From an optimization exercise on the open Yosys and OpenROAD flow, aimed at small area; shortcuts taken in it are not production practice.
Where RTL was checked, it was by simulation tests only, not by an equivalence proof against the original.

==> inputs of trial 13 <==
Design bowlingScorer, start of the top module:
module bowlingScorer (
	input  logic                      button,       
	input  logic                      arstN,
	input  logic [PIN_W-1:0]          pinsIn,
	input  logic [FRAME_IDX_W-1:0]    frameSel,
	output logic [FRAME_SCORE_W-1:0]  frameScore,
	output logic                      frameReady,
	output logic [TOTAL_W-1:0]        gameTotal,
	output logic                      gameOver
);
==> module bowlingScorer, before the edit <==
module bowlingScorer (
	input  logic                      button,       
	input  logic                      arstN,
	input  logic [PIN_W-1:0]          pinsIn,
	input  logic [FRAME_IDX_W-1:0]    frameSel,
	output logic [FRAME_SCORE_W-1:0]  frameScore,
	output logic                      frameReady,
	output logic [TOTAL_W-1:0]        gameTotal,
	output logic                      gameOver
);
	localparam int SC_W = 5;    
	localparam logic [1:0] ST_FIRST  = 2'd0;   
	localparam logic [1:0] ST_SECOND = 2'd1;   
	localparam logic [1:0] ST_TEN_X  = 2'd2;   
	localparam logic [1:0] ST_TEN_3  = 2'd3;   
	logic [FRAME_IDX_W-1:0] rdyCnt;     
	logic [1:0]             ballSt;
	logic                   strikePend;   
	logic                   aNext;        
	logic                   aStrike;      
	logic [PIN_W-1:0]       prevPins;     
	logic [TOTAL_W-1:0]     total;
	logic [SC_W-1:0]        score [NUM_FRAMES];
	logic              over;
	logic [SC_W-1:0]   sumB, sumA;
	logic              wA, wB, tenth, isTen, spare;
	logic [1:0]        nPend;
	logic [SC_W-1:0]   busE, busO;
	logic [FRAME_IDX_W-1:0] addrB;
	assign over  = (rdyCnt == FRAME_IDX_W'(NUM_FRAMES));
	assign isTen = (pinsIn == PIN_W'(PIN_COUNT));
	assign sumB  = SC_W'(prevPins) + SC_W'(pinsIn);
	assign sumA  = SC_W'(PIN_COUNT) + (aStrike ? sumB : SC_W'(pinsIn));
	assign spare = (sumB == SC_W'(PIN_COUNT));
	assign nPend = {1'b0, aNext} + {1'b0, strikePend};
	assign tenth = ((rdyCnt + FRAME_IDX_W'(nPend)) == FRAME_IDX_W'(NUM_FRAMES - 1));
	assign wA = !over && aNext;
	assign wB = !over && (ballSt == ST_SECOND) && !spare;
	assign addrB = rdyCnt + FRAME_IDX_W'(wA);
	assign busE  = (wA && !rdyCnt[0]) ? sumA : sumB;
	assign busO  = (wA &&  rdyCnt[0]) ? sumA : sumB;
	always_ff @(posedge button or negedge arstN) begin
		if (!arstN) begin
			rdyCnt     <= '0;
			ballSt     <= ST_FIRST;
			strikePend <= 1'b0;
			aNext      <= 1'b0;
			aStrike    <= 1'b0;
			total      <= '0;
		end else if (!over) begin
			rdyCnt     <= rdyCnt + FRAME_IDX_W'(wA) + FRAME_IDX_W'(wB);
			total      <= total + (wA ? TOTAL_W'(sumA) : '0) + (wB ? TOTAL_W'(sumB) : '0);
			strikePend <= (ballSt == ST_FIRST) && isTen && !tenth;
			aNext      <= strikePend || ((ballSt == ST_SECOND) && spare) || (ballSt == ST_TEN_X);
			aStrike    <= strikePend || (ballSt == ST_TEN_X);
			case (ballSt)
				ST_FIRST:  ballSt <= !isTen ? ST_SECOND : (tenth ? ST_TEN_X : ST_FIRST);
				ST_SECOND: ballSt <= (tenth && spare) ? ST_TEN_3 : ST_FIRST;
				ST_TEN_X:  ballSt <= ST_TEN_3;
				default:   ballSt <= ST_FIRST;
			endcase
		end
	end
	always_ff @(posedge button)
		prevPins <= pinsIn;
	for (genvar f = 0; f < NUM_FRAMES; f++) begin : gScore
		always_ff @(posedge button)
			if ((wA && rdyCnt == FRAME_IDX_W'(f)) || (wB && addrB == FRAME_IDX_W'(f)))
				score[f] <= (f % 2) ? busO : busE;
	end
	logic [SC_W-1:0] selScore;
	assign selScore = frameSel[3] ? (frameSel[0] ? score[9] : score[8]) : score[frameSel[2:0]];
	assign frameReady = (frameSel < rdyCnt);
	assign frameScore = frameReady ? FRAME_SCORE_W'(selScore) : '0;
	assign gameTotal  = total;
	assign gameOver   = over;
endmodule
clock: 20.0 ns
lec_check: 0
cap_margin: 20
core_margin: 2
core_utilization: 40
slew_margin: 20
run.sh (not shown) runs the stock make flow with config.mk's settings and CLKGATE_MAP_FILE= SYNTH_SCRIPT=/design/flow/synth_recipe.tcl, a recipe that flattens the netlist after the stock synthesis.
==> build 71: changes against trial 13 <==
--- a/flow/design.v
+++ b/flow/design.v
@@ -31,3 +31,3 @@
 	localparam logic [1:0] ST_TEN_3  = 2'd3;   
-	logic [FRAME_IDX_W-1:0] rdyCnt;     
+	logic [FRAME_IDX_W-1:0] rdyCnt;       
 	logic [1:0]             ballSt;
@@ -35,3 +35,2 @@
 	logic                   aNext;        
-	logic                   aStrike;      
 	logic [PIN_W-1:0]       prevPins;     
@@ -39,20 +38,32 @@
 	logic [SC_W-1:0]        score [NUM_FRAMES];
-	logic              over;
-	logic [SC_W-1:0]   sumB, sumA;
-	logic              wA, wB, tenth, isTen, spare;
-	logic [1:0]        nPend;
+	logic              over, isTen, spare, tenth;
+	logic              stFirst, stSecond, stTenX, aStrike;
+	logic              wA, wB;
+	logic [SC_W-1:0]   sumB, sumA, incB, inc;
 	logic [SC_W-1:0]   busE, busO;
-	logic [FRAME_IDX_W-1:0] addrB;
-	assign over  = (rdyCnt == FRAME_IDX_W'(NUM_FRAMES));
-	assign isTen = (pinsIn == PIN_W'(PIN_COUNT));
+	logic [NUM_FRAMES-1:0] settled;      
+	logic [NUM_FRAMES-1:0] atRdy;        
+	assign over = rdyCnt[3] & rdyCnt[1];
+	for (genvar f = 0; f < NUM_FRAMES; f++) begin : gDec
+		assign settled[f] = (rdyCnt > FRAME_IDX_W'(f));
+		assign atRdy[f]   = (rdyCnt == FRAME_IDX_W'(f));
+	end
+	assign isTen = pinsIn[3] & pinsIn[1];
+	assign stFirst  = (ballSt == ST_FIRST);
+	assign stSecond = (ballSt == ST_SECOND);
+	assign stTenX   = (ballSt == ST_TEN_X);
 	assign sumB  = SC_W'(prevPins) + SC_W'(pinsIn);
+	assign spare = sumB[3] & sumB[1];
 	assign sumA  = SC_W'(PIN_COUNT) + (aStrike ? sumB : SC_W'(pinsIn));
-	assign spare = (sumB == SC_W'(PIN_COUNT));
-	assign nPend = {1'b0, aNext} + {1'b0, strikePend};
-	assign tenth = ((rdyCnt + FRAME_IDX_W'(nPend)) == FRAME_IDX_W'(NUM_FRAMES - 1));
-	assign wA = !over && aNext;
-	assign wB = !over && (ballSt == ST_SECOND) && !spare;
-	assign addrB = rdyCnt + FRAME_IDX_W'(wA);
-	assign busE  = (wA && !rdyCnt[0]) ? sumA : sumB;
-	assign busO  = (wA &&  rdyCnt[0]) ? sumA : sumB;
+	assign aStrike = strikePend | stSecond | stTenX;
+	assign tenth = (atRdy[9] & !aNext & !strikePend)
+		| (atRdy[8] & (aNext ^ strikePend))
+		| (atRdy[7] & aNext & strikePend);
+	assign wA = aNext;
+	assign wB = stSecond & !spare;
+	assign incB = wA ? (aStrike ? (wB ? {sumB[3:0], 1'b0} : sumB) : SC_W'(pinsIn))
+	                 : (wB ? sumB : '0);
+	assign inc  = incB + (wA ? SC_W'(PIN_COUNT) : '0);
+	assign busE = (wA & !rdyCnt[0]) ? sumA : sumB;
+	assign busO = (wA &  rdyCnt[0]) ? sumA : sumB;
 	always_ff @(posedge button or negedge arstN) begin
@@ -63,16 +74,10 @@
 			aNext      <= 1'b0;
-			aStrike    <= 1'b0;
 			total      <= '0;
-		end else if (!over) begin
-			rdyCnt     <= rdyCnt + FRAME_IDX_W'(wA) + FRAME_IDX_W'(wB);
-			total      <= total + (wA ? TOTAL_W'(sumA) : '0) + (wB ? TOTAL_W'(sumB) : '0);
-			strikePend <= (ballSt == ST_FIRST) && isTen && !tenth;
-			aNext      <= strikePend || ((ballSt == ST_SECOND) && spare) || (ballSt == ST_TEN_X);
-			aStrike    <= strikePend || (ballSt == ST_TEN_X);
-			case (ballSt)
-				ST_FIRST:  ballSt <= !isTen ? ST_SECOND : (tenth ? ST_TEN_X : ST_FIRST);
-				ST_SECOND: ballSt <= (tenth && spare) ? ST_TEN_3 : ST_FIRST;
-				ST_TEN_X:  ballSt <= ST_TEN_3;
-				default:   ballSt <= ST_FIRST;
-			endcase
+		end else begin
+			rdyCnt     <= rdyCnt + {2'b00, wA & wB, wA ^ wB};
+			total      <= total + TOTAL_W'(inc);
+			strikePend <= (stFirst & isTen & !tenth & !over) | stTenX;
+			aNext      <= (stFirst & strikePend) | (stSecond & spare) | stTenX;
+			ballSt[0]  <= (stFirst & !over & !isTen) | (stSecond & tenth & spare) | stTenX;
+			ballSt[1]  <= (stFirst & isTen & tenth) | (stSecond & tenth & spare) | stTenX;
 		end
@@ -83,3 +88,3 @@
 		always_ff @(posedge button)
-			if ((wA && rdyCnt == FRAME_IDX_W'(f)) || (wB && addrB == FRAME_IDX_W'(f)))
+			if (!settled[f])
 				score[f] <= (f % 2) ? busO : busE;
==> flow/flow/run.sh (new file) <==
#!/bin/bash
# Standard ORFS layout with smaller port buffers, a lean clock tree and
# area recovery; each tool's output goes to its own log here.
set -euo pipefail
bash standard.sh \
  "BUFFER_PORTS_ARGS=-buffer_cell sky130_fd_sc_hd__buf_1" \
  "CTS_ARGS=-sink_clustering_enable -repair_clock_nets -dont_use_dummy_load -root_buf sky130_fd_sc_hd__clkbuf_16 -buf_list sky130_fd_sc_hd__clkbuf_16 -sink_clustering_size 80" \
  "RECOVER_POWER=100" \
  finish > standard_flow.log 2>&1
==> flow/standard.sh (new file) <==
#!/bin/bash
# synth_recipe.tcl (not shown) runs the flow's synth.tcl, then flattens the netlist and writes it again
# the make line also repeats each setting of config.mk as NAME=value (left out here)
make -C /OpenROAD-flow-scripts/flow DESIGN_CONFIG=/design/flow/config.mk WORK_HOME=/design/flow/orfs CLKGATE_MAP_FILE= SYNTH_SCRIPT=/design/flow/synth_recipe.tcl "${@:-finish}"
removed: flow/run.sh
==> comparison <==
- In trial 13 the sequential share of layout area is lower than in build 71, by 5.4 points.
- Against trial 13, the synthesized cell count of build 71 is smaller by about 16%.
- Between trial 13 and build 71, the lower final cell count is in build 71 (gap about 20%, measured against build 71).
- In trial 13 the clock skew is lower than in build 71, by 0.0099 ns.
Only the layout flow was run in build 71; the RTL was not checked for function there.

[static timing again, ports no longer ideal]
Ports are ideal in the flow. The routed layouts listed here were re-timed in OpenROAD.
Step 1 sets driving cells, clkbuf_16 on the clock port and buf_2 on the other inputs (assumed; they add their load-dependent delay and slew).
Step 2, shift: input delay + t, output delay - t, t = (earliest + latest rising clock arrival at the registers) / 2. This alone moves slack from input paths to output paths.
Three values: ideal ports, drivers, drivers and shift; two values: the first two.
run	t (ns)	setup slack, ns	latest minus earliest clock arrival (ns)
trial 13	0.379	9.350 / 9.324 / 9.324	0.012 / 0.012
build 71	0.349	10.261 / 10.236 / 10.236	0.022 / 0.022
After both steps setup and hold are still met in every run listed. The setup slack of trial 13, which loses most, moves by -0.026 ns with the drivers and by -0.026 ns with both steps.
